From an optimization exercise on the open Yosys and OpenROAD flow, aimed at small area; shortcuts taken in it are not production practice. Only simulation tests tie the RTL to the original design; equivalence was not proved. No activity file was given, so power comes from the tool's default toggle rates. No driver is modelled on the clock port, so clocking that relies on it looks cheaper here than on a real chip.

==> flow/design.v <==
`timescale 1ns/10ps
`default_nettype none
module crc32_d4
(
    input  wire         clk,
    input  wire         force_en,
    input  wire  [3:0]  force_x,
    input  wire  [3:0]  din,
    output reg   [31:0] crc
);
    localparam [31:0] CRC_POLY = 32'hEDB8_8320;
    wire [3:0] x = force_en ? force_x : (crc[3:0] ^ din);
    reg  [31:0] fb;
    integer     i;
    always @(*)
    begin
        fb = 32'd0;
        for (i = 0; i < 4; i = i + 1)
            if (x[i])
                fb = fb ^ (CRC_POLY >> (3 - i));
    end
    always @(posedge clk)
        crc <= {4'd0, crc[31:4]} ^ fb;
endmodule
`default_nettype wire
`timescale 1ns/10ps
`default_nettype none
module payload_fifo
#(
    parameter DEPTH = 32
)
(
    input  wire         clk,
    input  wire         rst_n,
    input  wire         wr_en,
    input  wire  [31:0] wr_data,
    input  wire         rd_en,
    output wire  [31:0] rd_data,
    output wire         full
);
    reg  [31:0] st [0:31];
    reg  [31:0] vld;
    reg  [31:0] free;        
    wire        do_wr;
    integer     i;
    assign do_wr   = wr_en && !full;     
    assign full    = &vld;
    assign rd_data = st[31];
    always @(*)
    begin
        free[31] = !vld[31] || rd_en;
        for (i = 30; i >= 0; i = i - 1)
            free[i] = !vld[i] || free[i + 1];
    end
    always @(posedge clk)
    begin
        if (free[0])
            st[0] <= wr_data;
        for (i = 1; i < 32; i = i + 1)
            if (free[i])
                st[i] <= st[i - 1];
    end
    always @(posedge clk or negedge rst_n)
    begin
        if (!rst_n)
            vld <= 32'd0;
        else
        begin
            if (free[0])
                vld[0] <= do_wr;
            for (i = 1; i < 32; i = i + 1)
                if (free[i])
                    vld[i] <= vld[i - 1];
        end
    end
endmodule
`default_nettype wire
`timescale 1ns/10ps
`default_nettype none
module udp_header_gen
#(
    parameter [47:0] BOARD_MAC  = 48'h00_0a_35_01_fe_c0,
    parameter [31:0] BOARD_IP   = 32'hc0_a8_00_0a,
    parameter [15:0] BOARD_PORT = 16'd1234,
    parameter [47:0] PC_MAC     = 48'hff_ff_ff_ff_ff_ff,
    parameter [31:0] PC_IP      = 32'hc0_a8_00_64,
    parameter [15:0] PC_PORT    = 16'd1234
)
(
    input  wire        clk,
    input  wire        clear,        
    input  wire [7:0]  send_data_num,
    input  wire        len_dec,      
    input  wire [6:0]  idx,
    input  wire [15:0] ip_id,
    output wire [3:0]  nib,
    output wire        len_left,     
    output wire        len_one,      
    output wire        len_le1       
);
    localparam [335:0] HDR_CONST = {PC_MAC, BOARD_MAC, 16'h0800, 8'h45, 8'h00,
                                    16'h0000, 16'h0000, 16'h4000, 8'h40, 8'd17,
                                    16'h0000, BOARD_IP, PC_IP, BOARD_PORT, PC_PORT,
                                    16'h0000, 16'h0000};
    localparam [31:0] CSUM_RAW  = 32'h4500 + 32'h4000 + 32'h4011
                                + BOARD_IP[31:16] + BOARD_IP[15:0]
                                + PC_IP[31:16] + PC_IP[15:0] + 32'd28;
    localparam [31:0] CSUM_F1   = CSUM_RAW[15:0] + CSUM_RAW[31:16];
    localparam [15:0] CSUM_K    = CSUM_F1[15:0] + CSUM_F1[31:16];
    localparam [7:0]  MOFF      = CSUM_K[7:0];
    localparam [7:0]  IPL_C     = 8'd28 - MOFF;      
    localparam [7:0]  UDPL_C    = 8'd8 - MOFF;       
    function [2047:0] build_tab(input integer dummy);
        integer i;
        integer h;
        reg [7:0]  by;
        reg [11:0] e;
        reg [3:0]  q;
        begin
            build_tab = 2048'd0;
            for (i = 0; i < 128; i = i + 1)
            begin
                e = 12'd0;
                q = (i % 4 == 0) ? CSUM_K[11:8] : CSUM_K[15:12];
                if ((i >= 12 && i < 32) || (i >= 80 && i < 84))
                begin
                    if (i % 4 < 2)
                        e = {(i % 4 == 0) ? 1'b1 : 1'b0, 3'b001, 4'b0101, q};
                    else
                        e = 12'b0001_0011_0000;
                    if (i >= 80)
                        e[7] = 1'b1;
                end
                else if (i >= 32 && i < 116)
                begin
                    h  = i - 32;
                    by = HDR_CONST[(41 - h / 2) * 8 +: 8];
                    e[3:0] = (h % 2) ? by[7:4] : by[3:0];
                    case (i)
                        66:  e = {8'b0000_0010, IPL_C[3:0]};
                        67:  e = {8'b0010_0010, IPL_C[7:4]};
                        68, 69, 70, 71:
                             e = 12'b0000_0001_0000;
                        110: e = {8'b0000_0010, UDPL_C[3:0]};
                        111: e = {8'b0100_0010, UDPL_C[7:4]};
                        default: ;
                    endcase
                end
                build_tab[i * 16 +: 12] = e;
            end
        end
    endfunction
    function [15:0] carry_tab(input [3:0] c);
        integer i;
        begin
            for (i = 0; i < 16; i = i + 1)
                carry_tab[i] = (i + c >= 16) ? 1'b1 : 1'b0;
        end
    endfunction
    function [255:0] extra_tab(input integer dummy);
        integer i;
        begin
            for (i = 0; i < 256; i = i + 1)
                extra_tab[i] = (i < MOFF) ? 1'b1 : 1'b0;
        end
    endfunction
    localparam [2047:0] TAB     = build_tab(0);
    localparam [15:0]   IPL_CY  = carry_tab(IPL_C[3:0]);
    localparam [15:0]   UDPL_CY = carry_tab(UDPL_C[3:0]);
    localparam [255:0]  EXTRA   = extra_tab(0);
    reg  [7:0]  m;
    reg         cc;
    reg  [3:0]  id_nib;
    wire [11:0] e     = TAB[{idx, 4'd0} +: 12];
    wire [3:0]  m_nib = idx[0] ? m[7:4] : m[3:0];
    wire [3:0]  p     = e[4] ? id_nib : e[3:0];
    wire [3:0]  q     = (e[5] ? m_nib : (e[6] ? e[3:0] : 4'd0)) | {3'd0, e[11] & EXTRA[m]};
    wire        cin   = e[8] ? cc : ((e[9] & IPL_CY[m[3:0]]) | (e[10] & UDPL_CY[m[3:0]]));
    wire [4:0]  sum   = p + q + cin;
    assign len_left = (m != MOFF);
    assign len_one  = (m == MOFF + 8'd1);
    assign len_le1  = (m == MOFF) || (m == MOFF + 8'd1);
    always @(*)
    begin
        case (idx[1:0])
            2'd0:    id_nib = ip_id[11:8];
            2'd1:    id_nib = ip_id[15:12];
            2'd2:    id_nib = ip_id[3:0];
            default: id_nib = ip_id[7:4];
        endcase
    end
    wire [7:0] m_next = (clear ? send_data_num : m) + (clear ? MOFF : 8'hFF);
    always @(posedge clk)
    begin
        if (clear || len_dec)
            m <= m_next;
    end
    always @(posedge clk)
    begin
        if (clear)
            cc <= 1'b0;
        else if (e[8])
            cc <= sum[4];
    end
    assign nib = sum[3:0] ^ {4{e[7]}};
endmodule
`default_nettype wire
`timescale 1ns/10ps
`default_nettype none
module mii_frame_tx
(
    input  wire         clk,
    input  wire         rst_n,
    input  wire         send_en,
    output wire [6:0]   hdr_idx,
    output wire         hdr_clr,
    input  wire [3:0]   hdr_nib,
    output wire         len_dec,
    input  wire         len_left,
    input  wire         len_one,
    input  wire         len_le1,
    output reg  [15:0]  ip_id,
    input  wire [31:0]  rd_data,
    output wire         rd_en,
    output reg          eth_tx_en,
    output reg  [3:0]   eth_tx_data,
    output reg          send_end
);
    localparam [1:0] PH_IDLE = 2'd0;
    localparam [1:0] PH_HEAD = 2'd1;
    localparam [1:0] PH_PAY  = 2'd2;
    localparam [1:0] PH_FCS  = 2'd3;
    reg  [1:0]  phase;
    reg  [7:0]  k;
    reg         send_en_q;
    wire        start;
    wire        idle     = (phase == PH_IDLE);
    wire        in_head  = (phase == PH_HEAD);
    wire        in_pay   = (phase == PH_PAY);
    wire        in_fcs   = (phase == PH_FCS);
    wire        pre      = !k[5] && !k[6];           
    wire        pay_data = len_left;
    wire        pay_one  = len_one;
    wire        min_done = k[7] || k[6] || (k[5] && (k[4:1] != 4'd0));   
    wire        pay_end  = k[0] && min_done && len_le1;
    wire        head_end = (k[6:0] == 7'd115);
    wire        active   = (in_head && (k[6:4] != 3'd0)) || in_pay || in_fcs;
    wire        pay_dec  = in_pay && k[0] && pay_data;
    wire [31:0] crc;
    reg  [3:0]  nib;
    reg  [3:0]  crc_x;
    assign start   = send_en && !send_en_q && idle && !eth_tx_en && !send_end;
    assign hdr_idx = k[6:0];
    assign hdr_clr = idle;
    assign len_dec = pay_dec;
    assign rd_en   = pay_dec && ((k[2:1] == 2'd3) || pay_one);
    always @(*)
    begin
        if (in_fcs)
            nib = ~crc[3:0];
        else if (in_pay)
            nib = pay_data ? rd_data[{~k[2:1], k[0]} * 4 +: 4] : 4'd0;
        else if (pre)
            nib = (k[4:0] == 5'd31) ? 4'hD : 4'h5;
        else
            nib = hdr_nib;
    end
    always @(*)
    begin
        case (k[2:0])
            3'd0:    crc_x = 4'd2;
            3'd1:    crc_x = 4'd14;
            3'd2:    crc_x = 4'd1;
            3'd3:    crc_x = 4'd12;
            3'd4:    crc_x = 4'd0;
            default: crc_x = 4'd9;
        endcase
        if (in_fcs)
            crc_x = 4'd0;
    end
    crc32_d4 u_crc
    (
        .clk      (clk),
        .force_en ((in_head && pre) || in_fcs),
        .force_x  (crc_x),
        .din      (nib),
        .crc      (crc)
    );
    always @(posedge clk)
    begin
        if (idle)
            k <= 8'd11;
        else if ((in_head && head_end) || (in_pay && pay_end))
            k <= 8'd0;
        else
            k <= k + 8'd1;
    end
    always @(posedge clk or negedge rst_n)
    begin
        if (!rst_n)
        begin
            phase       <= PH_IDLE;
            send_en_q   <= 1'b0;
            ip_id       <= 16'd0;
            eth_tx_en   <= 1'b0;
            eth_tx_data <= 4'd0;
            send_end    <= 1'b0;
        end
        else
        begin
            send_en_q   <= send_en;
            send_end    <= idle && eth_tx_en;
            eth_tx_en   <= active;
            eth_tx_data <= active ? nib : 4'd0;
            ip_id       <= ip_id + {15'd0, start};
            case (phase)
                PH_IDLE: if (start) phase <= PH_HEAD;
                PH_HEAD: if (head_end) phase <= PH_PAY;
                PH_PAY:  if (pay_end) phase <= PH_FCS;
                default: if (k[2:0] == 3'd7) phase <= PH_IDLE;
            endcase
        end
    end
endmodule
`default_nettype wire
`timescale 1ns/10ps
`default_nettype none
module udp_tx_top
#(
    parameter [47:0] BOARD_MAC  = 48'h00_0a_35_01_fe_c0,
    parameter [31:0] BOARD_IP   = 32'hc0_a8_00_0a,
    parameter [15:0] BOARD_PORT = 16'd1234,
    parameter [47:0] PC_MAC     = 48'hff_ff_ff_ff_ff_ff,
    parameter [31:0] PC_IP      = 32'hc0_a8_00_64,
    parameter [15:0] PC_PORT    = 16'd1234,
    parameter        FIFO_DEPTH = 32
)
(
    input  wire         clk,
    input  wire         rst_n,
    input  wire         send_en,
    input  wire [15:0]  send_data_num,
    input  wire         wr_en,
    input  wire [31:0]  wr_data,
    output wire         fifo_full,
    output wire         send_end,
    output wire         eth_tx_en,
    output wire [3:0]   eth_tx_data
);
    wire [6:0]  hdr_idx;
    wire        hdr_clr;
    wire        len_dec;
    wire        len_left;
    wire        len_one;
    wire        len_le1;
    wire [15:0] ip_id;
    wire [3:0]  hdr_nib;
    wire [31:0] rd_data;
    wire        rd_en;
    udp_header_gen
    #(
        .BOARD_MAC  (BOARD_MAC),
        .BOARD_IP   (BOARD_IP),
        .BOARD_PORT (BOARD_PORT),
        .PC_MAC     (PC_MAC),
        .PC_IP      (PC_IP),
        .PC_PORT    (PC_PORT)
    )
    u_hdr_gen
    (
        .clk         (clk),
        .clear       (hdr_clr),
        .send_data_num (send_data_num[7:0]),
        .len_dec     (len_dec),
        .idx         (hdr_idx),
        .ip_id       (ip_id),
        .nib         (hdr_nib),
        .len_left    (len_left),
        .len_one     (len_one),
        .len_le1     (len_le1)
    );
    payload_fifo #(.DEPTH(FIFO_DEPTH)) u_fifo
    (
        .clk     (clk),
        .rst_n   (rst_n),
        .wr_en   (wr_en),
        .wr_data (wr_data),
        .rd_en   (rd_en),
        .rd_data (rd_data),
        .full    (fifo_full)
    );
    mii_frame_tx u_mii_tx
    (
        .clk           (clk),
        .rst_n         (rst_n),
        .send_en       (send_en),
        .hdr_idx       (hdr_idx),
        .hdr_clr       (hdr_clr),
        .hdr_nib       (hdr_nib),
        .len_dec       (len_dec),
        .len_left      (len_left),
        .len_one       (len_one),
        .len_le1       (len_le1),
        .ip_id         (ip_id),
        .rd_data       (rd_data),
        .rd_en         (rd_en),
        .eth_tx_en     (eth_tx_en),
        .eth_tx_data   (eth_tx_data),
        .send_end      (send_end)
    );
endmodule
`default_nettype wire
==> flow/run.sh <==
#!/bin/bash
# synth_recipe.tcl (not shown) runs the flow's synth.tcl, then flattens the netlist and writes it again
# the make line also repeats each setting of config.mk as NAME=value (left out here)
make -C /OpenROAD-flow-scripts/flow DESIGN_CONFIG=/design/flow/config.mk WORK_HOME=/design/flow/orfs CLKGATE_MAP_FILE= SYNTH_SCRIPT=/design/flow/synth_recipe.tcl finish
==> flow/config.mk <==
export PLATFORM = sky130hd
export DESIGN_NAME = udp_tx_top
export DESIGN_NICKNAME = udp_tx_top
export VERILOG_FILES = /design/flow/design.v
export SDC_FILE = /design/flow/constraint.sdc
export NUM_CORES = 4
export LEC_CHECK = 0
export CAP_MARGIN = 20
export CORE_MARGIN = 2
export CORE_UTILIZATION = 60
export CTS_CLUSTER_DIAMETER = 90
export CTS_CLUSTER_SIZE = 32
export PLACE_DENSITY = 0.7
export SLEW_MARGIN = 20
==> flow/constraint.sdc <==
create_clock -name core_clock -period 6.5 [get_ports {clk}]
set_input_delay 1.3000 -clock core_clock [delete_from_list [all_inputs] [get_ports {clk}]]
set_output_delay 1.3000 -clock core_clock [all_outputs]
set_load 0.01 [all_outputs]
==> results of run 1 <==
-- cells in the mapped netlist, types with 18 or more instances --
cell type	instances	area share
ha_1	18	0.0061
xor2_1	19	0.0045
dfrtp_1	57	0.039
nor2_1	48	0.0049
inv_1	23	0.0024
a21oi_1	26	0.0035
nand2_1	60	0.0061
nand2b_1	34	0.0058
nand3_1	25	0.0034
dfxtp_1	41	0.022
clkbuf_1	20	0.0020
o21ai_0	32	0.0044
edfxtp_1	1032	0.84
xnor2_1	44	0.010
-- routing by layer --
metal  GRT usage  share of wire  vias to the layer above
met3      0.0259          0.038                       56
met2       0.242           0.51                      171
met5           0              0                        -
li1            -              -                     6504
met1       0.175           0.43                     6790
met4      0.0354          0.019                        0
-- state kept, by name, summed over array words and instances, names as in the netlist --
signal	cells
u_mii_tx.eth_tx_en	1
u_mii_tx.phase	2
u_hdr_gen.m	8
u_mii_tx.k	8
u_mii_tx.send_en_q	1
u_fifo.st	1024
u_mii_tx.eth_tx_data	4
u_mii_tx.ip_id	16
u_mii_tx.u_crc.crc	32
u_fifo.vld	32
u_mii_tx.send_end	1
u_hdr_gen.cc	1
-- worst min-delay path by stage --
stage               slack (ps)  cells after the start                     end
finish                     340                      0  u_mii_tx.u_crc.crc[11]
floorplan                  310                      0   u_mii_tx.u_crc.crc[0]
detailed placement         310                      0  u_mii_tx.u_crc.crc[11]
CTS                        340                      0  u_mii_tx.u_crc.crc[11]
global route               350                      0  u_mii_tx.u_crc.crc[11]
global placement           310                      0  u_mii_tx.u_crc.crc[10]
-- logic make-up after synthesis --
logic type               Yosys count
AO/OA/AOI/OAI                    114
XOR/XNOR                          67
adder cells (fa/ha/maj)           21
buffers and inverters             60
flip-flops                      1130
multiplexers                      25
AND/OR/NAND/NOR                  231
-- cell type report --
| cell class | count | area (um^2) |
|---|---|---|
| multi-input combinational | 458 | 3210 |
| sequential | 1130 | 33200 |
| timing repair buffer | 87 | 773 |
| inverter | 25 | 93.8 |
| clock buffer | 55 | 1100 |
| clock inverter | 7 | 95.1 |
| fill | 3894 | 21000 |
| tap | 782 | 978 |
-- critical path, stage by stage, from the launching register on --
cell	delay, ps
dfxtp_1	860
buf_4	340
ha_1	530
a222oi_1	130
o21ai_0	400
a21oi_1	170
fa_1	490
fa_1	510
a2111oi_0	500
nor4b_1	130
mux2i_1	130
and2_1	450
xor2_4	340
xnor2_2	180
xor2_1	160
-- metrics by stage --
stage	setup slack, ps	instance area [um^2]
after floorplan	2060	36700
after global routing	815	39500
after CTS	1160	39500
after global placement	1250	38300
after detailed placement	1200	38300
final	1110	39500
-- report_power, final --
part	switching (uW)	internal, uW	leakage (uW)	total [uW]
sequential	437	9660	0.0110	10100
combinational	1590	922	0.00170	2510
clock	1910	1230	0.000577	3140
==> results.ini, run 1 <==
[timing]
setup_violations=0
slew_headroom=0.322
max_freq_mhz=186
finClkSkew_ps=32.1
period_needed_ps=5390
setup-tns-final_ps=0
drv_slew=0
finalHoldViolations=0
worst_pin_slew_ps=1010
whs_ps=339
grt_setup_unrepaired=false
fin_crit_sh=0.829

[grt]
grt-ovfl-total=0
grt_pass1_vias=13500
grt_pass1_wl_um=68200
grt_antenna_before_repair=0
grt_usage=0.136
grt_max_degree=58

[clock_tree]
clkTransAtPathRegs_ps=110
htreeDepth=2
cts_inserted_buffers=42
root_buffer=clkbuf_16
clock_latency_ps=620
post-cts-setup-buffers=0
clkSinkCount=1130
cts_resized=0
cts_tree=yes
postCtsHoldBufs=0
cts_buffer_depth=3

[placed_design]
gp_congestion=0.803
portBuffers=50
dp_hpwl_um=28100
placed_cells=2482

[detailed_routing]
drc=0
drtIter0Drc=780
avgViaCountPerCell=5.31
routed_wl_um=43000
antenna_left=0
firstDrtPassIters=6
wl_per_cell_um=16.9
vias=13500

[yosys]
netlist_instances=1648
yosys-mux-area-fraction=0.00951
ys.flop_type=edfxtp_1
yosysSeqAreaShare=0.905
syn_area_mm2=0.0367
synth_seq_cells=1130
synth_top_family_by_area=simple AND/OR/NAND/NOR gates
synth_edf_count=1032
synthSimpleGateAreaFrac=0.0322
synth_compound_area_frac=0.0208
yosysWarnings=5
synth-xor-area-share=0.0174
avgSynthCellArea_um2=22.3
syn_nets=1720
synth_cell_type_count=77
async_flop_share=0.0504
synth_fa_ha_area_frac=0.00750

[setup_path]
cp_data_required_time_ps=7050
crit_start=u_mii_tx.k[1]
path_max_fanout=13
critPathKind=reg -> reg
ff2ff_path_depth=14
arrival_ps=5940
r2r-end=u_mii_tx.u_crc.crc[18]
critical_path.endpoint=u_mii_tx.u_crc.crc[18]
r2r_setup_slack_ps=1110
critPathCaptureType=register
r2r-start=u_mii_tx.k[1]
crit_path_start_kind=register

[power]
power_density_mw_per_mm2=399
ir_drop_mv=0.336
power_uw=15800
p_leak_uw=0.0133

[floorplanning]
die_x_um=251
std_cell_rows=90
io_pins=59
die-height_um=251
start_util=0.607
core_mm2=0.0605
dieArea_mm2=0.0632

[layout]
antennaDiodeCount=0
final_cell_mix=edfxtp_1 (1032), nand2_1 (60), dfrtp_1 (57)
final_nets=1816
synthToLayoutAreaGrowth_pct=7.54
utilization=0.653
final_common_cell=edfxtp_1
instances_no_fill=2544
drive_gt1_frac=0.0658

[worst_hold_path]
hold_path.class=reg -> reg
hold_start=u_mii_tx.u_crc.crc[15]

[job]
drv_cap=0

[run_status]
outcome=finished clean

==> run 2: changes to the inputs <==
==> flow/flow/run.sh (new file) <==
#!/bin/bash
# Layout: the standard flow (standard.sh, the standard synthesis included)
# with two ORFS knobs set through the environment:
#  - port buffers of the smallest buffer cell instead of the flow's pick;
#  - clock tree synthesis with the sink clustering of config.mk and no dummy
#    loads.
# make's full output goes to make_flow.log; ORFS keeps each step's log under
# orfs/logs.
set -euo pipefail
cd "$(dirname "$0")/.."
export BUFFER_PORTS_ARGS="-buffer_cell sky130_fd_sc_hd__buf_1"
export CTS_ARGS="-sink_clustering_enable -repair_clock_nets -sink_clustering_size 32 -sink_clustering_max_diameter 90 -dont_use_dummy_load"
bash standard.sh > make_flow.log 2>&1
==> flow/standard.sh (new file) <==
#!/bin/bash
# synth_recipe.tcl (not shown) runs the flow's synth.tcl, then flattens the netlist and writes it again
# the make line also repeats each setting of config.mk as NAME=value (left out here)
make -C /OpenROAD-flow-scripts/flow DESIGN_CONFIG=/design/flow/config.mk WORK_HOME=/design/flow/orfs CLKGATE_MAP_FILE= SYNTH_SCRIPT=/design/flow/synth_recipe.tcl "${@:-finish}"
--- a/flow/config.mk
+++ b/flow/config.mk
@@ -7,3 +7,3 @@
 export LEC_CHECK = 0
-export CAP_MARGIN = 20
+export CAP_MARGIN = 0
 export CORE_MARGIN = 2
@@ -13,2 +13,2 @@
 export PLACE_DENSITY = 0.7
-export SLEW_MARGIN = 20
+export SLEW_MARGIN = 0
removed: flow/run.sh
==> run 2 against run 1 <==
  * Wire length fell by 4.7%
  * Count of clock-buffer cells in the layout fell by 13
  * Sequential power barely moved
  * Die area did not move
  * Non-clock buffer count did not move
  * First-iteration DRC count fell by 2.1%
  * Via count fell by 1.7%
  * Sequential cell count did not move
  * Sequential share of layout area rose by 0.97 points
  * Maximum frequency rose by 3.5%
==> results.ini, run 2 <==
[run_status]
outcome=finished clean

[timing]
finClkSkew_ps=55.1
drv_slew=0
grt_setup_unrepaired=false
finalHoldViolations=0
max_freq_mhz=192
setup_violations=0
whs_ps=328
slew_headroom=0.220
worst_pin_slew_ps=1170
setup-tns-final_ps=0
period_needed_ps=5210
fin_crit_sh=0.801

[grt]
grt_pass1_wl_um=65300
grt_usage=0.130
grt-ovfl-total=0
grt_pass1_vias=13000
grt_max_degree=58
grt_antenna_before_repair=0

[yosys]
syn_nets=1720
ys.flop_type=edfxtp_1
synth_edf_count=1032
synth_most_common_cell=edfxtp_1
netlist_instances=1648
synth_area_leaders=edfxtp_1 (84%), dfrtp_1 (3.9%), dfxtp_1 (2.2%)
yosysTopAreaCell=edfxtp_1
avgSynthCellArea_um2=22.3
synth_common_cells=edfxtp_1 (1032), nand2_1 (60), dfrtp_1 (57)
yosysSeqAreaShare=0.905
syn_area_mm2=0.0367
synth.top_cell.area_share=0.844
synth_seq_cells=1130
yosysWarnings=5
async_flop_share=0.0504
synth_cell_type_count=77

[job]
drv_cap=0

[clock_tree]
clkTransAtPathRegs_ps=100
htreeDepth=2
clkSinkCount=1130
root_buffer=clkbuf_16
post-cts-setup-buffers=0
cts_resized=0
postCtsHoldBufs=0
cts_inserted_buffers=42
clock_latency_ps=590
cts_tree=yes
cts_buffer_depth=3

[setup_path]
critPathKind=reg -> reg
slowest_delay_ps=730
path_delay_family=adder cells
path_cells=ha_1 > ha_1 > nand2_1 > nor3_1 > maj3_1 > o22a_1 > a21oi_1 > fa_1 > fa_1 > a2111oi_0 > nor4b_1 > mux2i_1 > and2_1 > xor2_4 > xnor2_2 > xor2_1
path_max_fanout=16
cp_data_required_time_ps=7000
r2r_setup_slack_ps=1290
arrival_ps=5700
critPathCaptureType=register
cp_slowest_cell=dfxtp_1
crit_path_start_kind=register
path_buf_inv=0

[layout]
drive_gt1_frac=0.0608
final_common_cell=edfxtp_1
antennaDiodeCount=0
final_cell_mix=edfxtp_1 (1032), nand2_1 (60), dfrtp_1 (57)
final_nets=1816
synthToLayoutAreaGrowth_pct=6.31
largest_reg_flops=1024
top_register=u_fifo.st
largest_registers=u_fifo.st x1024, u_fifo.vld x32, u_mii_tx.u_crc.crc x32

[detailed_routing]
wl_per_cell_um=16.2
antenna_left=0
drtIter0Drc=764
drc=0
firstDrtPassIters=5
vias=13300
routed_wl_um=41000
avgViaCountPerCell=5.27

[power]
p_leak_uw=0.0131
combPwrFrac=0.159
pwr-share-seq=0.650
ir_drop_mv=0.303
p_switching_uw=3790
intPower_uw=11700
switching_share=0.244
power_density_mw_per_mm2=397
clock_power_share=0.191

[floorplanning]
core_mm2=0.0605
io_pins=59
start_util=0.607
die_x_um=251
dieArea_mm2=0.0632
die-height_um=251
std_cell_rows=90

[placed_design]
gp_congestion=0.825
dp_hpwl_um=27000
portBuffers=50

[worst_hold_path]
hold_path.class=reg -> reg

[run 2: cell counts after synthesis]
No cell type changed its count.
[run 2: cells by family after synthesis]
family	after synthesis	synth area share
flip-flops	1130	0.905
AND/OR/NAND/NOR	231	0.0322
AO/OA/AOI/OAI	114	0.0208
XOR/XNOR	67	0.0174
buffers and inverters	60	0.00739
multiplexers	25	0.00951
adder cells (fa/ha/maj)	21	0.00750
[run 2: per-layer routing]
metal	vias up	global-route usage	wire length [um]
li1	6481	-	-
met1	6596	0.169	18200
met2	165	0.230	20600
met3	48	0.0206	1330
met4	0	0.0374	839
met5	-	0	0
[run 2: path summary, 6_finish.rpt]
| check | start | to | cells past startpoint |
|---|---|---|---|
| max | u_mii_tx.k[1] | u_mii_tx.u_crc.crc[18] | 16 |
| max in group asynchronous | rst_n | u_fifo.vld[21] | 2 |
| min reg2reg | u_mii_tx.u_crc.crc[4] | u_mii_tx.u_crc.crc[0] | 0 |
| min in group asynchronous | rst_n | u_mii_tx.eth_tx_data[2] | 2 |
| max reg2reg | u_mii_tx.k[1] | u_mii_tx.u_crc.crc[18] | 16 |
| min | u_mii_tx.u_crc.crc[4] | u_mii_tx.u_crc.crc[0] | 0 |
[run 2: per-stage QoR]
step                worst slack, ps  cell area, um^2  power (uW)  utilization  cells
floorplan                      2060            36700       12000            -   1648
global placement               1430            38000       12600        0.628   2482
detailed placement             1340            38000       12800        0.628   2482
CTS                            1330            39000       15700        0.646   2524
global route                    966            39000       16300        0.646   2524
finish                         1290            39000       15500        0.646   2524
[run 2: worst register-to-register path: stages (launching register included)]
cell,delay [ps]
dfxtp_1,730
ha_1,540
ha_1,260
nand2_1,90
nor3_1,280
maj3_1,230
o22a_1,180
a21oi_1,70
fa_1,420
fa_1,500
a2111oi_0,430
nor4b_1,120
mux2i_1,140
and2_1,460
xor2_4,350
xnor2_2,170
xor2_1,190
[run 2: layout make-up]
cell class,count,area (um^2)
Clock buffer,42,1050
Fill cell,3910,21400
Inverter,25,93.8
Multi-Input combinational cell,458,3210
Sequential cell,1130,33200
Tap cell,782,978
Timing Repair Buffer,87,467
[run 2: power groups by stage]
stage                     registers, uW  clock network, uW  logic, uW
after CTS                         10100               3110       2510
final                             10100               2960       2460
after detailed placement          10300                  0       2490
after global placement            10200                  0       2430
after floorplan                   10100                  0       1960
after global routing              10200               3340       2730
==> run 3: changes to the inputs <==
--- a/flow/config.mk
+++ b/flow/config.mk
@@ -7,3 +7,3 @@
 export LEC_CHECK = 0
-export CAP_MARGIN = 0
+export CAP_MARGIN = 20
 export CORE_MARGIN = 2
@@ -13,2 +13,2 @@
 export PLACE_DENSITY = 0.7
-export SLEW_MARGIN = 0
+export SLEW_MARGIN = 20
==> run 3 against run 2 <==
  * Sequential power about the same
  * Largest cell class unchanged
  * Utilization about the same
  * Count of clock-buffer cells in the layout stayed put
  * Still clean on timing, DRC and antenna
  * Die area is the same
  * Sequential share of layout area about the same
  * Cell count is the same
  * Maximum frequency down 0.12%
  * Combinational power barely moved
  * Wire length is essentially flat
  * Critical endpoint unchanged
==> results.ini, run 3 <==
[worst_hold_path]
hold_path.class=reg -> reg

[yosys]
async_flop_share=0.0504
ys.flop_type=edfxtp_1
synth.top_cell.area_share=0.844
avgSynthCellArea_um2=22.3
synth_area_leaders=edfxtp_1 (84%), dfrtp_1 (3.9%), dfxtp_1 (2.2%)
synth_edf_count=1032
synth_common_cells=edfxtp_1 (1032), nand2_1 (60), dfrtp_1 (57)
yosysTopAreaCell=edfxtp_1
syn_area_mm2=0.0367
synth_most_common_cell=edfxtp_1
yosysSeqAreaShare=0.905
netlist_instances=1648
yosysWarnings=5
synth_cell_type_count=77
syn_nets=1720
synth_seq_cells=1130

[layout]
utilization=0.646
final_cell_mix=edfxtp_1 (1032), nand2_1 (60), dfrtp_1 (57)
final_common_cell=edfxtp_1
instances_no_fill=2524
top_register=u_fifo.st
final_nets=1816
largest_registers=u_fifo.st x1024, u_fifo.vld x32, u_mii_tx.u_crc.crc x32
largest_reg_flops=1024
synthToLayoutAreaGrowth_pct=6.33
drive_gt1_frac=0.0631
antennaDiodeCount=0

[setup_path]
critPathCaptureType=register
arrival_ps=5710
path_max_fanout=16
cp_data_required_time_ps=7000
crit_path_start_kind=register
critPathKind=reg -> reg

[floorplanning]
start_util=0.607
io_pins=59
die_x_um=251
core_mm2=0.0605
dieArea_mm2=0.0632
std_cell_rows=90
die-height_um=251

[detailed_routing]
antenna_left=0
routed_wl_um=41000
vias=13300
drtIter0Drc=787
avgViaCountPerCell=5.27
wl_per_cell_um=16.2
drc=0
firstDrtPassIters=5

[clock_tree]
htreeDepth=2
clkSinkCount=1130
cts_tree=yes
postCtsHoldBufs=0
cts_resized=0
clock_latency_ps=590
post-cts-setup-buffers=0
cts_buffer_depth=3
root_buffer=clkbuf_16
clkTransAtPathRegs_ps=100
cts_inserted_buffers=42

[grt]
grt_max_degree=58
grt_pass1_vias=13000
grt_pass1_wl_um=65300
grt_antenna_before_repair=0
grt-ovfl-total=0
grt_usage=0.130

[power]
switching_share=0.245
p_switching_uw=3790
ir_drop_mv=0.303
clock_power_share=0.191
pwr-share-seq=0.650
p_leak_uw=0.0131
intPower_uw=11700
power_density_mw_per_mm2=397
combPwrFrac=0.159

[timing]
finalHoldViolations=0
finClkSkew_ps=54.9
grt_setup_unrepaired=false
worst_pin_slew_ps=1070
max_freq_mhz=192
setup-tns-final_ps=0
slew_headroom=0.288
setup_violations=0
fin_crit_sh=0.802
drv_slew=0
period_needed_ps=5210

[placed_design]
dp_hpwl_um=27000
placed_cells=2482
gp_congestion=0.825
portBuffers=50

[run_status]
outcome=finished clean

[job]
drv_cap=0

run 3: cell count changes in the layout (fill, tap and decap cells not counted):
cell and change:
a311oi_1 -1, a311oi_2 +1, inv_1 -3, inv_2 +3
run 3: power groups by stage:
| stage | Combinational, uW | Clock [uW] | Sequential (uW) |
|---|---|---|---|
| floorplan | 1960 | 0 | 10100 |
| global placement | 2430 | 0 | 10200 |
| detailed placement | 2490 | 0 | 10300 |
| CTS | 2510 | 3110 | 10100 |
| global route | 2730 | 3340 | 10200 |
| finish | 2460 | 2970 | 10100 |
run 3: cell families after synthesis:
group / count (synthesis) / synth area share
flip-flops: 1130 / 0.905
AND/OR/NAND/NOR: 231 / 0.0322
AO/OA/AOI/OAI: 114 / 0.0208
XOR/XNOR: 67 / 0.0174
buffers and inverters: 60 / 0.00739
multiplexers: 25 / 0.00951
adder cells (fa/ha/maj): 21 / 0.00750
run 3: area by class of cell:
| class | instances | area, um^2 |
|---|---|---|
| Timing Repair Buffer | 87 | 467 |
| Clock buffer | 42 | 1050 |
| Sequential cell | 1130 | 33200 |
| Tap cell | 782 | 978 |
| Multi-Input combinational cell | 458 | 3210 |
| Fill cell | 3908 | 21400 |
| Inverter | 25 | 93.8 |
run 3: final timing paths:
path                                       start  slack, ps                      end  cells after the start
max                                u_mii_tx.k[1]       1290   u_mii_tx.u_crc.crc[18]                     16
min                        u_mii_tx.u_crc.crc[4]        330    u_mii_tx.u_crc.crc[0]                      0
max reg2reg                        u_mii_tx.k[1]       1290   u_mii_tx.u_crc.crc[18]                     16
min reg2reg                u_mii_tx.u_crc.crc[4]        330    u_mii_tx.u_crc.crc[0]                      0
max in group asynchronous                  rst_n       5070           u_fifo.vld[21]                      2
min in group asynchronous                  rst_n        890  u_mii_tx.eth_tx_data[2]                      2
run 3: metal layers:
| layer | share of wire | vias to the layer above | global-route usage |
|---|---|---|---|
| met3 | 0.034 | 50 | 0.0206 |
| met2 | 0.50 | 170 | 0.230 |
| li1 | - | 6480 | - |
| met5 | 0 | - | 0 |
| met1 | 0.44 | 6600 | 0.169 |
| met4 | 0.022 | 0 | 0.0374 |
run 3: worst max-delay path, stage by stage (launching register included):
cell and delay (ps):
dfxtp_1 720, ha_1 530, ha_1 260, nand2_1 90
nor3_1 290, maj3_1 240, o22a_1 180, a21oi_1 80
fa_1 420, fa_1 500, a2111oi_0 430, nor4b_1 120
mux2i_1 140, and2_1 460, xor2_4 340, xnor2_2 170
xor2_1 190
run 3: metrics by stage:
step           area [um^2]  hold slack (ps)  total power (uW)  worst slack (ps)
2_1_floorplan        36700              310             12000              2060
3_3_place_gp         38000              312             12600              1430
3_5_place_dp         38000              314             12800              1340
4_1_cts              39000              330             15700              1330
5_1_grt              39000              345             16300               966
6_report             39000              328             15500              1290
==> run 4: changes to the inputs <==
==> flow/flow/run.sh (replaced) <==
#!/bin/bash
# Layout: the standard flow (standard.sh), with
#  - the standard synthesis, then its combinational logic mapped again for
#    area (flow/remap.ys, flow/remap.abc); the flip-flops are untouched;
#  - port buffers of the smallest buffer cell instead of the flow's pick;
#  - clock tree synthesis with the sink clustering of config.mk and no dummy
#    loads.
# Each tool's full output goes to a log in this folder: make_synth.log,
# remap_yosys.log, make_flow.log (ORFS also keeps each step's log under
# orfs/logs).
set -euo pipefail
cd "$(dirname "$0")/.."
WORK=$(pwd)
RES=$WORK/orfs/results/${FLOW_PLATFORM:-sky130hd}/udp_tx_top/base
export BUFFER_PORTS_ARGS="-buffer_cell sky130_fd_sc_hd__buf_1"
export CTS_ARGS="-sink_clustering_enable -repair_clock_nets -sink_clustering_size 32 -sink_clustering_max_diameter 90 -dont_use_dummy_load"

bash standard.sh synth > make_synth.log 2>&1

YOSYS=$(command -v yosys || true)
[[ -n "$YOSYS" ]] || YOSYS=$FLOW_HOME/../tools/install/yosys/bin/yosys
mkdir -p remap
cp "$RES/1_2_yosys.v" remap/std.v
cp flow/remap.ys flow/remap.abc remap/
ln -sf "$FLOW_HOME/platforms/sky130hd/lib/sky130_fd_sc_hd__tt_025C_1v80.lib" remap/lib.lib
(cd remap && "$YOSYS" -s remap.ys) > remap_yosys.log 2>&1
cp remap/remapped.v "$RES/1_2_yosys.v"
rm -f "$RES/1_synth.odb" "$RES/1_synth.sdc"

bash standard.sh > make_flow.log 2>&1
==> flow/flow/remap.abc (new file) <==
strash
dc2
dch -f
amap
==> flow/flow/remap.ys (new file) <==
# Re-map the combinational logic of the standard synthesis for area. Every
# flip-flop instance is kept as it is (same instance names and cell types):
# the sequential cells are black boxes, the other cells are read as their
# liberty functions, flattened into plain logic and mapped again by ABC.
read_liberty -ignore_miss_func lib.lib
blackbox sky130_fd_sc_hd__df* sky130_fd_sc_hd__edf* sky130_fd_sc_hd__sdf* sky130_fd_sc_hd__sedf* sky130_fd_sc_hd__dl*
read_verilog std.v
hierarchy -top udp_tx_top
flatten
opt_clean -purge
abc -script remap.abc -liberty lib.lib -dont_use sky130_fd_sc_hd__probe_p_8 -dont_use sky130_fd_sc_hd__probec_p_8 -dont_use sky130_fd_sc_hd__lpflow_bleeder_1 -dont_use sky130_fd_sc_hd__lpflow_clkbufkapwr_1 -dont_use sky130_fd_sc_hd__lpflow_clkbufkapwr_16 -dont_use sky130_fd_sc_hd__lpflow_clkbufkapwr_2 -dont_use sky130_fd_sc_hd__lpflow_clkbufkapwr_4 -dont_use sky130_fd_sc_hd__lpflow_clkbufkapwr_8 -dont_use sky130_fd_sc_hd__lpflow_clkinvkapwr_1 -dont_use sky130_fd_sc_hd__lpflow_clkinvkapwr_16 -dont_use sky130_fd_sc_hd__lpflow_clkinvkapwr_2 -dont_use sky130_fd_sc_hd__lpflow_clkinvkapwr_4 -dont_use sky130_fd_sc_hd__lpflow_clkinvkapwr_8 -dont_use sky130_fd_sc_hd__lpflow_decapkapwr_12 -dont_use sky130_fd_sc_hd__lpflow_decapkapwr_3 -dont_use sky130_fd_sc_hd__lpflow_decapkapwr_4 -dont_use sky130_fd_sc_hd__lpflow_decapkapwr_6 -dont_use sky130_fd_sc_hd__lpflow_decapkapwr_8 -dont_use sky130_fd_sc_hd__lpflow_inputiso0n_1 -dont_use sky130_fd_sc_hd__lpflow_inputiso0p_1 -dont_use sky130_fd_sc_hd__lpflow_inputiso1n_1 -dont_use sky130_fd_sc_hd__lpflow_inputiso1p_1 -dont_use sky130_fd_sc_hd__lpflow_inputisolatch_1 -dont_use sky130_fd_sc_hd__lpflow_isobufsrc_1 -dont_use sky130_fd_sc_hd__lpflow_isobufsrc_16 -dont_use sky130_fd_sc_hd__lpflow_isobufsrc_2 -dont_use sky130_fd_sc_hd__lpflow_isobufsrc_4 -dont_use sky130_fd_sc_hd__lpflow_isobufsrc_8 -dont_use sky130_fd_sc_hd__lpflow_isobufsrckapwr_16 -dont_use sky130_fd_sc_hd__lpflow_lsbuf_lh_hl_isowell_tap_1 -dont_use sky130_fd_sc_hd__lpflow_lsbuf_lh_hl_isowell_tap_2 -dont_use sky130_fd_sc_hd__lpflow_lsbuf_lh_hl_isowell_tap_4 -dont_use sky130_fd_sc_hd__lpflow_lsbuf_lh_isowell_4 -dont_use sky130_fd_sc_hd__lpflow_lsbuf_lh_isowell_tap_1 -dont_use sky130_fd_sc_hd__lpflow_lsbuf_lh_isowell_tap_2 -dont_use sky130_fd_sc_hd__lpflow_lsbuf_lh_isowell_tap_4  -D 6500
splitnets
opt_clean -purge
hilomap -singleton -hicell sky130_fd_sc_hd__conb_1 HI -locell sky130_fd_sc_hd__conb_1 LO
insbuf -buf sky130_fd_sc_hd__buf_4 A X
check
stat -liberty lib.lib
write_verilog -noattr -noexpr -nohex -nodec remapped.v
==> run 4 against run 3 <==
  * Still clean
  * Clock power is 1% higher
  * Global-route usage rose by 1.0 points
  * Sequential power decreased by 9%
  * Wire length grew 10%
  * Sequential share of layout area increased by 0.39 points
  * Critical endpoint is now u_fifo.st[1][4]
  * Largest cell class unchanged
==> results.ini, run 4 <==
[clock_tree]
clkTransAtPathRegs_ps=110
cts_inserted_buffers=42
clkSinkCount=1130
cts_buffer_depth=3
root_buffer=clkbuf_16
clock_latency_ps=600
htreeDepth=2
postCtsHoldBufs=0
cts_resized=0
cts_tree=yes

[timing]
worst_pin_slew_ps=822
grt_setup_unrepaired=false
setup_slack_ps=516
setup-tns-final_ps=0
slew_headroom=0.450
period_needed_ps=5980
drv_slew=0
fin_crit_sh=0.921
finClkSkew_ps=69.9
setup_violations=0
max_freq_mhz=167
finalHoldViolations=0

[yosys]
yosysWarnings=5
avgSynthCellArea_um2=21.6
netlist_instances=1658
syn_area_mm2=0.0358
syn_nets=1710

[grt]
grt_pass1_wl_um=69200
grt_usage=0.140
grt-ovfl-total=0
grt_max_degree=58
grt_pass1_vias=13600
grt_antenna_before_repair=0

[layout]
final_cell_mix=edfxtp_1 (1032), nor2_1 (106), clkinv_1 (73)
antennaDiodeCount=0
utilization=0.658
final_nets=1855
largest_reg_flops=1024
largest_registers=u_fifo.st x1024, u_fifo.vld x32, u_mii_tx.u_crc.crc x32
final_common_cell=edfxtp_1
top_register=u_fifo.st
synthToLayoutAreaGrowth_pct=8.40
drive_gt1_frac=0.0750
design_area_mm2=0.0389

[setup_path]
slowest_delay_ps=550
path_max_fanout=34
crit_path_start_kind=register
cp_data_required_time_ps=6800
cp_slowest_cell=or4_4
crit_start=u_hdr_gen.m[3]
arrival_ps=6280
r2r-start=u_hdr_gen.m[3]
r2r_setup_slack_ps=520
ff2ff_path_depth=35
critical_path.endpoint=u_fifo.st[1][4]
r2r-end=u_fifo.st[1][4]
critPathKind=reg -> reg
critPathCaptureType=register
cpMostUsedCell=nand2_8

[run_status]
outcome=finished clean

[floorplanning]
start_util=0.607
die_x_um=248
core_mm2=0.0590
io_pins=59
dieArea_mm2=0.0617
die-height_um=248
std_cell_rows=89

[detailed_routing]
firstDrtPassIters=6
antenna_left=0
vias=13800
avgViaCountPerCell=5.34
drtIter0Drc=816
drc=0
routed_wl_um=45100
wl_per_cell_um=17.5

[placed_design]
portBuffers=50
pre_cts_ws_ps=102
dp_hpwl_um=29100
gp_congestion=0.841
placedInstanceArea_mm2=0.0377

[power]
intPower_uw=10300
clock_power_share=0.234
ir_drop_mv=0.324
p_leak_uw=0.0131
power_uw=12900
switching_share=0.200
power_density_mw_per_mm2=331
p_switching_uw=2580
pwr-share-seq=0.713
combPwrFrac=0.053

[job]
drv_cap=0

[worst_hold_path]
hold_path.class=reg -> reg

[run 4: cell types whose count changed in the layout (fill, tap and decap cells not counted), moves of 16 or more]
cell	change
nand3_1	-22
inv_1	-20
a21oi_1	+41
o22ai_1	+18
nor2_1	+58
o21ai_0	+18
nand2b_1	-27
xor2_1	-19
ha_1	-18
or2_0	+16
xnor2_1	-44
clkinv_1	+71
[run 4: timing repair]
item,in CTS,in global routing
buffers inserted,0,4
endpoints found under the setup margin,0,65
hold endpoints to repair,0,0
[run 4: worst min path at each step]
stage / cells past startpoint / start / end / slack [ps]
after floorplan: 0 / u_mii_tx.u_crc.crc[4] / u_mii_tx.u_crc.crc[0] / 310
after global placement: 0 / u_mii_tx.u_crc.crc[14] / u_mii_tx.u_crc.crc[10] / 310
after detailed placement: 0 / u_mii_tx.u_crc.crc[14] / u_mii_tx.u_crc.crc[10] / 310
after CTS: 0 / u_mii_tx.u_crc.crc[14] / u_mii_tx.u_crc.crc[10] / 350
after global routing: 0 / u_mii_tx.u_crc.crc[5] / u_mii_tx.u_crc.crc[1] / 360
final: 0 / u_mii_tx.u_crc.crc[15] / u_mii_tx.u_crc.crc[11] / 350
[run 4: stage by stage]
stage	instances	hold WS, ps
4_1_cts	2566	351
5_1_grt	2574	357
6_report	2574	347
3_3_place_gp	2524	312
2_1_floorplan	1658	310
3_5_place_dp	2524	315
[run 4: critical path: cells and delay by family (launching register included)]
kind,cells,cell delay [ps]
simple gates,23,3950
buf+inv,11,1060
flops,1,410
compound gates,1,210
[run 4: layout make-up]
cell class	count	area [um^2]
Clock buffer	42	1050
Fill cell	3764	20200
Inverter	89	449
Multi-Input combinational cell	443	2590
Sequential cell	1130	33200
Tap cell	773	967
Timing Repair Buffer	97	567
[run 4: routing by layer]
metal	vias up	GRT usage	wire, um	share of wire
li1	6661	-	-	-
met4	0	0.0404	1020	0.023
met2	221	0.259	24200	0.54
met5	-	0	0	0
met3	55	0.0274	1670	0.037
met1	6820	0.167	18200	0.40
[run 4: power groups by stage]
stage / Clock, uW / Sequential (uW) / Combinational, uW
after floorplan: 0 / 9250 / 452
after global placement: 0 / 9300 / 663
after detailed placement: 0 / 9350 / 697
after CTS: 3140 / 9190 / 695
after global routing: 3370 / 9250 / 771
final: 3010 / 9180 / 679
==> run 5: changes to the inputs <==
==> flow/flow/remap.abc (replaced) <==
strash
dc2
dch -f
amap
topo
stime -c
buffer -c
upsize -c
dnsize -c
==> run 5 against run 4 <==
  * Critical endpoint is now u_fifo.st[1][28]
  * Maximum frequency decreased by 0.26%
  * Synthesized cell count rose by 0.60%
  * Sequential cell count unchanged
  * First-iteration DRC count up 14%
==> results.ini, run 5 <==
[run_status]
outcome=finished clean

[setup_path]
critPathCaptureType=register
r2r_setup_slack_ps=500
r2r-end=u_fifo.st[1][28]
slowest_delay_ps=520
r2r-start=u_hdr_gen.m[2]
arrival_ps=6290
path_max_fanout=34
cpMostUsedCell=nand2_8
crit_path_start_kind=register
ff2ff_path_depth=34
critPathKind=reg -> reg
path_delay_family=simple AND/OR/NAND/NOR gates
path_buf_inv=10
cp_data_required_time_ps=6790
cp_slowest_cell=edfxtp_1

[detailed_routing]
avgViaCountPerCell=5.37
antenna_left=0
firstDrtPassIters=5
wl_per_cell_um=17.4
drtIter0Drc=931
routed_wl_um=44300
drc=0
vias=13700

[layout]
final_cell_mix=edfxtp_1 (1032), nor2_1 (101), inv_1 (71)
top_register=u_fifo.st
design_area_mm2=0.0387
n_fill_cell=3861
antennaDiodeCount=0
drive_gt1_frac=0.0820
synthToLayoutAreaGrowth_pct=7.30
final_common_cell=edfxtp_1
largest_registers=u_fifo.st x1024, u_fifo.vld x32, u_mii_tx.u_crc.crc x32
largest_reg_flops=1024
final_nets=1834
instances_no_fill=2553

[yosys]
syn_area_mm2=0.0361
avgSynthCellArea_um2=21.6
syn_nets=1720
yosysWarnings=5
netlist_instances=1668

[clock_tree]
htreeDepth=2
root_buffer=clkbuf_16
cts_tree=yes
clkTransAtPathRegs_ps=100
postCtsHoldBufs=0
clock_latency_ps=610
cts_inserted_buffers=42
cts_buffer_depth=3
clkSinkCount=1130

[floorplanning]
core_mm2=0.0592
io_pins=59
start_util=0.609
die-height_um=249
dieArea_mm2=0.0621
std_cell_rows=89
die_x_um=249

[power]
combPwrFrac=0.051
intPower_uw=10300
clock_power_share=0.234
power_uw=12800
power_density_mw_per_mm2=332
p_switching_uw=2570
ir_drop_mv=0.354
p_leak_uw=0.0133
pwr-share-seq=0.714
switching_share=0.200

[placed_design]
pre_cts_ws_ps=-67.9
gp_congestion=0.843
placedInstanceArea_mm2=0.0376
placed_cells=2508
dp_hpwl_um=28700
portBuffers=50

[worst_hold_path]
hold_path.class=reg -> reg
hold_path_depth=0
hold_start=u_mii_tx.u_crc.crc[4]
whs_endpoint=u_mii_tx.u_crc.crc[0]

[timing]
max_freq_mhz=167
setup_violations=0
worst_pin_slew_ps=885
slew_headroom=0.410
finalHoldViolations=0
setup_slack_ps=501
setup-tns-final_ps=0
drv_slew=0
finClkSkew_ps=87.2
period_needed_ps=6000
fin_crit_sh=0.923
grt_setup_unrepaired=false

[grt]
grt_pass1_vias=13700
grt_antenna_before_repair=0
grt_usage=0.141
grt_pass1_wl_um=69600
grt_max_degree=58
grt-ovfl-total=0

[job]
drv_cap=0

## run 5: worst max-delay path by stage
| stage | startpoint | end | depth (start not counted) | slack [ps] |
|---|---|---|---|---|
| 2_1_floorplan | u_hdr_gen.m[2] | u_fifo.st[2][0] | 34 | -1370 |
| 3_3_place_gp | u_hdr_gen.m[2] | u_fifo.st[2][29] | 34 | 260 |
| 3_5_place_dp | u_hdr_gen.m[2] | u_fifo.st[2][31] | 34 | -70 |
| 4_1_cts | u_hdr_gen.m[2] | u_fifo.st[2][31] | 34 | -4 |
| 5_1_grt | u_hdr_gen.m[2] | u_fifo.st[1][29] | 34 | 2 |
| 6_report | u_hdr_gen.m[2] | u_fifo.st[1][28] | 34 | 500 |
## run 5: timing repair
| action | CTS | global route |
|---|---|---|
| gates resized for setup | 0 | 2 |
| buffers inserted | 0 | 2 |
| cloned | 0 | 1 |
| endpoints found under the hold margin | 0 | 0 |
| setup endpoints to repair | 1 | 65 |
## run 5: power groups by stage
| stage | registers, uW | logic [uW] | clock network, uW |
|---|---|---|---|
| CTS | 9180 | 676 | 3150 |
| global route | 9250 | 743 | 3360 |
| detailed placement | 9340 | 677 | 0 |
| floorplan | 9250 | 465 | 0 |
| finish | 9170 | 659 | 3010 |
| global placement | 9290 | 646 | 0 |
## run 5: routing by layer
layer	vias to the layer above	routed length, um	GRT usage
li1	6588	-	-
met1	6827	18300	0.171
met2	223	23500	0.261
met3	72	1550	0.0203
met4	0	1040	0.0480
met5	-	0	0
## run 5: stage by stage
step / hold WS (ps) / utilization
detailed placement: 313 / 0.635
floorplan: 310 / -
finish: 333 / 0.654
CTS: 334 / 0.653
global placement: 310 / 0.635
global route: 339 / 0.654
## run 5: layout make-up
cell class	count	area, um^2	area share
Sequential cell	1130	33200	0.858
Timing Repair inverter	1	7.51	0.000194
Tap cell	773	967	0.0250
Inverter	89	383	0.00989
Timing Repair Buffer	79	432	0.0111
Multi-Input combinational cell	439	2650	0.0683
Clock buffer	42	1050	0.0271
==> run 6: changes to the inputs <==
==> flow/flow/remap.abc (replaced) <==
&get -n
&st
&syn2
&dch -f
&nf -R 1000
&put
==> run 6 against run 5 <==
  * Via count fell by 4.0%
  * Utilization fell by 0.36 points
  * Sequential share of layout area rose by 0.64 points
  * Critical path type unchanged
==> results.ini, run 6 <==
[run_status]
outcome=finished clean

[timing]
finClkSkew_ps=46.1
finalHoldViolations=0
max_freq_mhz=174
setup-tns-final_ps=0
slew_headroom=0.230
drv_slew=0
period_needed_ps=5750
fin_crit_sh=0.884
setup_violations=0
worst_pin_slew_ps=1130
grt_setup_unrepaired=false
setup_slack_ps=754

[setup_path]
path_delay_family=simple AND/OR/NAND/NOR gates
slowest_delay_ps=440
arrival_ps=6070
critPathKind=reg -> reg
path_cells=nand3_1 > nor2_1 > nand3_1 > nor3b_1 > nor2b_1 > nand2_1 > or2_0 > nand2_4 > nor2_2 > clkinv_4 > nor2b_1 > nand2_4 > nor2_1 > and2_0 > and3_1 > and3_1 > and3_1 > nand3_4 > nor2_2 > nand3_4 > nor2_2 > nand4_1 > buf_4
crit_path_start_kind=register
cp_data_required_time_ps=6820
cp_slowest_cell=nor2b_1
critPathCaptureType=register
path_max_fanout=34
path_buf_inv=2

[layout]
largest_registers=u_fifo.st x1024, u_fifo.vld x32, u_mii_tx.u_crc.crc x32
final_cell_mix=edfxtp_1 (1032), nand2_1 (58), dfrtp_1 (57)
antennaDiodeCount=0
drive_gt1_frac=0.0526
top_register=u_fifo.st
synthToLayoutAreaGrowth_pct=7.06
utilization=0.650
largest_reg_flops=1024
final_common_cell=edfxtp_1
final_nets=1764
instances_no_fill=2483

[floorplanning]
core_mm2=0.0591
start_util=0.607
io_pins=59
std_cell_rows=89
dieArea_mm2=0.0618
die-height_um=249
die_x_um=249

[placed_design]
pre_cts_ws_ps=748
portBuffers=50
placed_cells=2441
gp_congestion=0.857
dp_hpwl_um=27700

[yosys]
avgSynthCellArea_um2=22.7
netlist_instances=1582
syn_nets=1634
syn_area_mm2=0.0359
yosysWarnings=5

[clock_tree]
htreeDepth=2
post-cts-setup-buffers=0
root_buffer=clkbuf_16
cts_resized=0
cts_inserted_buffers=41
cts_buffer_depth=3
postCtsHoldBufs=0
clock_latency_ps=600
clkTransAtPathRegs_ps=100
cts_tree=yes
clkSinkCount=1130

[grt]
grt-ovfl-total=0
grt_pass1_vias=13100
grt_pass1_wl_um=65700
grt_max_degree=58
grt_usage=0.133
grt_antenna_before_repair=1

[detailed_routing]
vias=13200
routed_wl_um=41600
drtIter0Drc=726
firstDrtPassIters=5
antenna_left=0
wl_per_cell_um=16.8
avgViaCountPerCell=5.30
drc=0

[power]
power_density_mw_per_mm2=398
power_uw=15300
ir_drop_mv=0.297
p_leak_uw=0.0127

[worst_hold_path]
hold_path.class=reg -> reg

[job]
drv_cap=0

-- run 6: worst register-to-register path, stage by stage, from the launching register on --
cell      delay [ps]
edfxtp_1         390
nand3_1          110
nor2_1           110
nand3_1          120
nor3b_1          300
nor2b_1          160
nand2_1          110
or2_0            260
nand2_4          300
nor2_2           300
clkinv_4         280
nor2b_1          440
nand2_4           80
nor2_1           200
and2_0           270
and3_1           260
and3_1           300
and3_1           330
nand3_4          110
nor2_2           260
nand3_4          120
nor2_2           210
nand4_1          170
buf_4            290
-- run 6: path summary, 6_finish.rpt --
kind | start | cells past startpoint | endpoint | slack, ps
max | u_hdr_gen.m[6] | 23 | u_fifo.st[1][7] | 750
min | u_mii_tx.u_crc.crc[5] | 0 | u_mii_tx.u_crc.crc[1] | 330
max reg2reg | u_hdr_gen.m[6] | 23 | u_fifo.st[1][7] | 750
min reg2reg | u_mii_tx.u_crc.crc[5] | 0 | u_mii_tx.u_crc.crc[1] | 330
max in group asynchronous | rst_n | 2 | u_fifo.vld[31] | 5090
min in group asynchronous | rst_n | 2 | u_fifo.vld[12] | 880
-- run 6: cell type report --
cell class | count | area [um^2]
Sequential cell | 1130 | 33200
Fill cell | 3764 | 20700
Multi-Input combinational cell | 427 | 2620
Clock buffer | 41 | 1030
Tap cell | 773 | 967
Timing Repair Buffer | 87 | 487
Inverter | 25 | 98.8
-- run 6: per-stage QoR --
step,hold WS [ps],area (um^2)
final,333,38400
after global routing,347,38400
after CTS,335,38400
after detailed placement,312,37400
after global placement,311,37400
after floorplan,310,36000
-- run 6: report_power, final --
group	internal (uW)	total, uW	switching, uW
sequential	9620	10100	435
clock	1140	2950	1800
combinational	762	2300	1540
-- run 6: routing by layer --
layer / global-route usage / up-vias / routed length, um
li1: - / 6335 / -
met1: 0.165 / 6583 / 17600
met2: 0.242 / 189 / 21600
met3: 0.0274 / 53 / 1700
met4: 0.0319 / 0 / 755
met5: 0 / - / 0
==> run 7: changes to the inputs <==
--- a/flow/flow/run.sh
+++ b/flow/flow/run.sh
@@ -15,3 +15,3 @@
 export BUFFER_PORTS_ARGS="-buffer_cell sky130_fd_sc_hd__buf_1"
-export CTS_ARGS="-sink_clustering_enable -repair_clock_nets -sink_clustering_size 32 -sink_clustering_max_diameter 90 -dont_use_dummy_load"
+export CTS_ARGS="-sink_clustering_enable -repair_clock_nets -sink_clustering_size 34 -sink_clustering_max_diameter 90 -dont_use_dummy_load"
 
==> run 7 against run 6 <==
  * Highest routed layer unchanged
  * Clock skew is 7.6 ps higher
  * Largest power group unchanged
  * Non-clock buffer count is the same
  * Combinational power hardly changed
  * Global-route usage is 0.088 points higher
  * Maximum frequency is 1.8% lower
  * Synthesized cell count stayed put
  * Cell count is essentially flat
  * Still clean
  * First-iteration DRC count up 4.0%
  * Via count grew 0.69%
==> results.ini, run 7 <==
[run_status]
outcome=finished clean

[setup_path]
slowest_delay_ps=460
crit_path_start_kind=register
path_cells=nor2_1 > nand3_1 > nor3b_1 > nor2b_1 > nand2_1 > or2_0 > nand2_4 > nor2_2 > clkinv_4 > nor2b_1 > nand2_4 > nor2_1 > and2_0 > and3_1 > and3_1 > and3_1 > nand3_4 > nor2_2 > nand3_4 > nor2_2 > nand4_1 > buf_4
arrival_ps=6110
path_delay_family=simple AND/OR/NAND/NOR gates
critPathKind=reg -> reg
path_max_fanout=34
cp_slowest_cell=edfxtp_1
critPathCaptureType=register
cp_data_required_time_ps=6760
path_buf_inv=2

[clock_tree]
cts_resized=0
post-cts-setup-buffers=0
htreeDepth=2
clock_latency_ps=600
clkSinkCount=1130
cts_tree=yes
root_buffer=clkbuf_16
cts_buffer_depth=3
postCtsHoldBufs=0
cts_inserted_buffers=40
clkTransAtPathRegs_ps=110

[timing]
drv_slew=0
setup-tns-final_ps=0
finClkSkew_ps=53.7
finalHoldViolations=0
max_freq_mhz=171
worst_pin_slew_ps=1110
grt_setup_unrepaired=false
fin_crit_sh=0.900
slew_headroom=0.239
setup_violations=0
setup_slack_ps=651
period_needed_ps=5850

[detailed_routing]
avgViaCountPerCell=5.34
drtIter0Drc=755
drc=0
vias=13300
firstDrtPassIters=5
wl_per_cell_um=16.9
routed_wl_um=41800
antenna_left=0

[layout]
utilization=0.650
largest_registers=u_fifo.st x1024, u_fifo.vld x32, u_mii_tx.u_crc.crc x32
final_common_cell=edfxtp_1
drive_gt1_frac=0.0521
instances_no_fill=2482
antennaDiodeCount=0
largest_reg_flops=1024
synthToLayoutAreaGrowth_pct=6.99
final_nets=1763
final_cell_mix=edfxtp_1 (1032), nand2_1 (58), dfrtp_1 (57)
top_register=u_fifo.st

[floorplanning]
die_x_um=249
dieArea_mm2=0.0618
die-height_um=249
core_mm2=0.0591
start_util=0.607
io_pins=59
std_cell_rows=89

[yosys]
yosysWarnings=5
avgSynthCellArea_um2=22.7
netlist_instances=1582
syn_area_mm2=0.0359
syn_nets=1634

[grt]
grt_antenna_before_repair=1
grt_usage=0.134
grt_pass1_wl_um=66000
grt_max_degree=58
grt_pass1_vias=13200
grt-ovfl-total=0

[power]
power_density_mw_per_mm2=398
p_leak_uw=0.0127
ir_drop_mv=0.361

[placed_design]
pre_cts_ws_ps=748
dp_hpwl_um=27700
placed_cells=2441
portBuffers=50
gp_congestion=0.857

[job]
drv_cap=0

[worst_hold_path]
hold_path.class=reg -> reg

==> run 7: path summary, 6_finish.rpt <==
kind	from	depth (start not counted)	to	slack (ps)
max	u_hdr_gen.m[4]	22	u_fifo.st[1][30]	650
min	u_mii_tx.u_crc.crc[4]	0	u_mii_tx.u_crc.crc[0]	340
max reg2reg	u_hdr_gen.m[4]	22	u_fifo.st[1][30]	650
min reg2reg	u_mii_tx.u_crc.crc[4]	0	u_mii_tx.u_crc.crc[0]	340
max in group asynchronous	rst_n	2	u_fifo.vld[31]	5090
min in group asynchronous	rst_n	2	u_mii_tx.ip_id[2]	870
==> run 7: power by group <==
part | internal, uW | leakage, uW | total (uW) | switching [uW]
clock network | 1120 | 0.000493 | 2910 | 1800
registers | 9620 | 0.0110 | 10100 | 435
logic | 762 | 0.00123 | 2300 | 1540
==> run 7: final cells by class <==
class                           instances  area, um^2
Clock buffer                           40        1000
Fill cell                            3773       20700
Inverter                               25        98.8
Multi-Input combinational cell        427        2620
Sequential cell                      1130       33200
Tap cell                              773         967
Timing Repair Buffer                   87         487
==> run 7: metal layers <==
metal,part of all wire,GRT usage
met3,0.041,0.0225
met2,0.52,0.246
met5,0,0
met4,0.021,0.0372
met1,0.42,0.165
==> run 7: per-stage QoR <==
| step | power [uW] | hold WS, ps | area (um^2) |
|---|---|---|---|
| 3_3_place_gp | 12400 | 311 | 37400 |
| 2_1_floorplan | 11700 | 310 | 36000 |
| 4_1_cts | 15500 | 340 | 38400 |
| 5_1_grt | 16000 | 350 | 38400 |
| 6_report | 15300 | 338 | 38400 |
| 3_5_place_dp | 12600 | 312 | 37400 |
==> run 8: changes to the inputs <==
--- a/flow/flow/run.sh
+++ b/flow/flow/run.sh
@@ -15,3 +15,3 @@
 export BUFFER_PORTS_ARGS="-buffer_cell sky130_fd_sc_hd__buf_1"
-export CTS_ARGS="-sink_clustering_enable -repair_clock_nets -sink_clustering_size 34 -sink_clustering_max_diameter 90 -dont_use_dummy_load"
+export CTS_ARGS="-sink_clustering_enable -repair_clock_nets -sink_clustering_size 36 -sink_clustering_max_diameter 90 -dont_use_dummy_load"
 
==> run 8 against run 7 <==
  * Clock power shrank 2%
  * Worst hold slack better by 1.6 ps
  * Synthesized cell count stayed put
  * Count of clock-buffer cells in the layout is 2 lower
  * Global-route usage about the same
  * Wire length shrank 0.23%
  * Register-to-register slack worse by 20 ps
  * Critical endpoint is now u_fifo.st[1][6]
==> results.ini, run 8 <==
[run_status]
outcome=finished clean

[setup_path]
r2r-end=u_fifo.st[1][6]
arrival_ps=6140
path_delay_family=simple AND/OR/NAND/NOR gates
cp_slowest_cell=nor2b_1
ff2ff_path_depth=23
critical_path.endpoint=u_fifo.st[1][6]
worstSetupPathDepth=23
path_cells=nand3_1 > nor2_1 > nand3_1 > nor3b_1 > nor2b_1 > nand2_1 > or2_0 > nand2_4 > nor2_2 > clkinv_4 > nor2b_1 > nand2_4 > nor2_1 > and2_0 > and3_1 > and3_1 > and3_1 > nand3_4 > nor2_2 > nand3_4 > nor2_2 > nand4_1 > buf_4
slowest_delay_ps=440
path_max_fanout=34
path_buf_inv=2
critPathKind=reg -> reg
r2r-start=u_hdr_gen.m[7]
r2r_setup_slack_ps=630
crit_path_start_kind=register
critPathCaptureType=register
cp_data_required_time_ps=6770
crit_start=u_hdr_gen.m[7]

[detailed_routing]
drtIter0Drc=793
drt-met1-wl_um=17700
antenna_left=0
highest_layer=met4
wl_met3_um=1720
routed_wl_um=41700
wl_per_cell_um=16.8
firstDrtPassIters=4
dr_wl_met2_um=21400
drc=0
avgViaCountPerCell=5.30
vias=13100

[floorplanning]
io_pins=59
core_mm2=0.0591
start_util=0.607
die-height_um=249
std_cell_rows=89
die_x_um=249
dieArea_mm2=0.0618

[grt]
grt_pass1_vias=13100
grt_max_degree=58
grt-ovfl-total=0
grt_usage=0.134
grt_antenna_before_repair=1
grt_pass1_wl_um=65900

[worst_hold_path]
hold_path.class=reg -> reg
hold_start=u_mii_tx.u_crc.crc[5]

[layout]
utilization=0.649
synthToLayoutAreaGrowth_pct=6.85
n_fill_cell=3771
drive_gt1_frac=0.0510
final_nets=1761
largest_registers=u_fifo.st x1024, u_fifo.vld x32, u_mii_tx.u_crc.crc x32
final_cell_mix=edfxtp_1 (1032), nand2_1 (58), dfrtp_1 (57)
final_common_cell=edfxtp_1
antennaDiodeCount=0
top_register=u_fifo.st
largest_reg_flops=1024

[clock_tree]
root_buffer=clkbuf_16
cts_buffer_depth=3
clkSinkCount=1130
cts_inserted_buffers=38
postCtsHoldBufs=0
post-cts-setup-buffers=0
htreeDepth=2
cts_resized=0
clkTransAtPathRegs_ps=120
cts_tree=yes
clock_latency_ps=600

[timing]
finalHoldViolations=0
grt_setup_unrepaired=false
max_freq_mhz=170
finClkSkew_ps=64.5
whs_ps=340
setup-tns-final_ps=0
period_needed_ps=5870
setup_violations=0
slew_headroom=0.236
setup_slack_ps=631
worst_pin_slew_ps=1120
drv_slew=0
fin_crit_sh=0.903

[placed_design]
pre_cts_ws_ps=748
dp_hpwl_um=27700
portBuffers=50
gp_congestion=0.857

[power]
power_density_mw_per_mm2=397
ir_drop_mv=0.309
p_leak_uw=0.0127
power_uw=15200

[yosys]
avgSynthCellArea_um2=22.7
syn_area_mm2=0.0359
netlist_instances=1582
syn_nets=1634
yosysWarnings=5

[job]
drv_cap=0

==> run 8: where the power goes <==
| part | internal, uW | switching (uW) |
|---|---|---|
| logic | 762 | 1540 |
| registers | 9620 | 438 |
| clock network | 1070 | 1800 |
| total | 11400 | 3770 |
==> run 8: through the flow <==
step / cells / cell area [um^2]
after floorplan: 1582 / 36000
after global placement: 2441 / 37400
after detailed placement: 2441 / 37400
after CTS: 2479 / 38300
after global routing: 2480 / 38400
final: 2480 / 38400
==> run 8: cell type report <==
| type | instances | area [um^2] | area share |
|---|---|---|---|
| timing repair buffer | 87 | 487 | 0.0127 |
| clock buffer | 38 | 951 | 0.0248 |
| tap | 773 | 967 | 0.0252 |
| inverter | 25 | 98.8 | 0.00258 |
| sequential | 1130 | 33200 | 0.866 |
| multi-input combinational | 427 | 2620 | 0.0683 |
==> run 8: worst min-delay path by stage <==
stage                                  end  slack (ps)  cells after the start
floorplan            u_mii_tx.u_crc.crc[0]         310                      0
CTS                  u_mii_tx.u_crc.crc[1]         340                      0
detailed placement   u_mii_tx.u_crc.crc[1]         310                      0
global route         u_mii_tx.u_crc.crc[1]         350                      0
finish               u_mii_tx.u_crc.crc[1]         340                      0
global placement    u_mii_tx.u_crc.crc[11]         310                      0
==> run 8: layer usage <==
metal,vias to the layer above,global-route usage
met4,0,0.0419
met5,-,0
met1,6584,0.168
met2,195,0.241
met3,46,0.0227
li1,6322,-

-- afterwards: timing with drivers on the ports --
In the flow no input, the clock included, has a driving cell. The finished layouts below were timed again as built, in two steps. Step 1, drivers: a clkbuf_16 drives clk and a buf_2 each remaining input, both assumed. Step 2 adds t to the input delays and takes it off the output delays; t is the mean of the earliest and latest rising clock arrival at the registers after step 1. Input paths then give back, and output paths get back, about the clock's delay inside the block. a / b / c = no drivers / after step 1 / after step 2; a / b = the first two.
run | shift t [ns] | setup WS [ns] | worst hold slack (ns)
run 1 | 0.653 | 1.110 / 1.110 / 1.110 | 0.339 / 0.339 / 0.339
run 2 | 0.624 | 1.294 / 1.294 / 1.294 | 0.328 / 0.328 / 0.328
run 3 | 0.623 | 1.288 / 1.288 / 1.288 | 0.328 / 0.328 / 0.328
run 4 | 0.627 | 0.516 / 0.516 / 0.516 | 0.347 / 0.347 / 0.347
run 5 | 0.629 | 0.501 / 0.501 / 0.501 | 0.333 / 0.333 / 0.333
run 6 | 0.629 | 0.754 / 0.754 / 0.754 | 0.333 / 0.333 / 0.333
run 7 | 0.623 | 0.651 / 0.651 / 0.651 | 0.338 / 0.338 / 0.338
run 8 | 0.623 | 0.631 / 0.631 / 0.631 | 0.340 / 0.340 / 0.340
After both steps setup and hold are still met in every run listed.
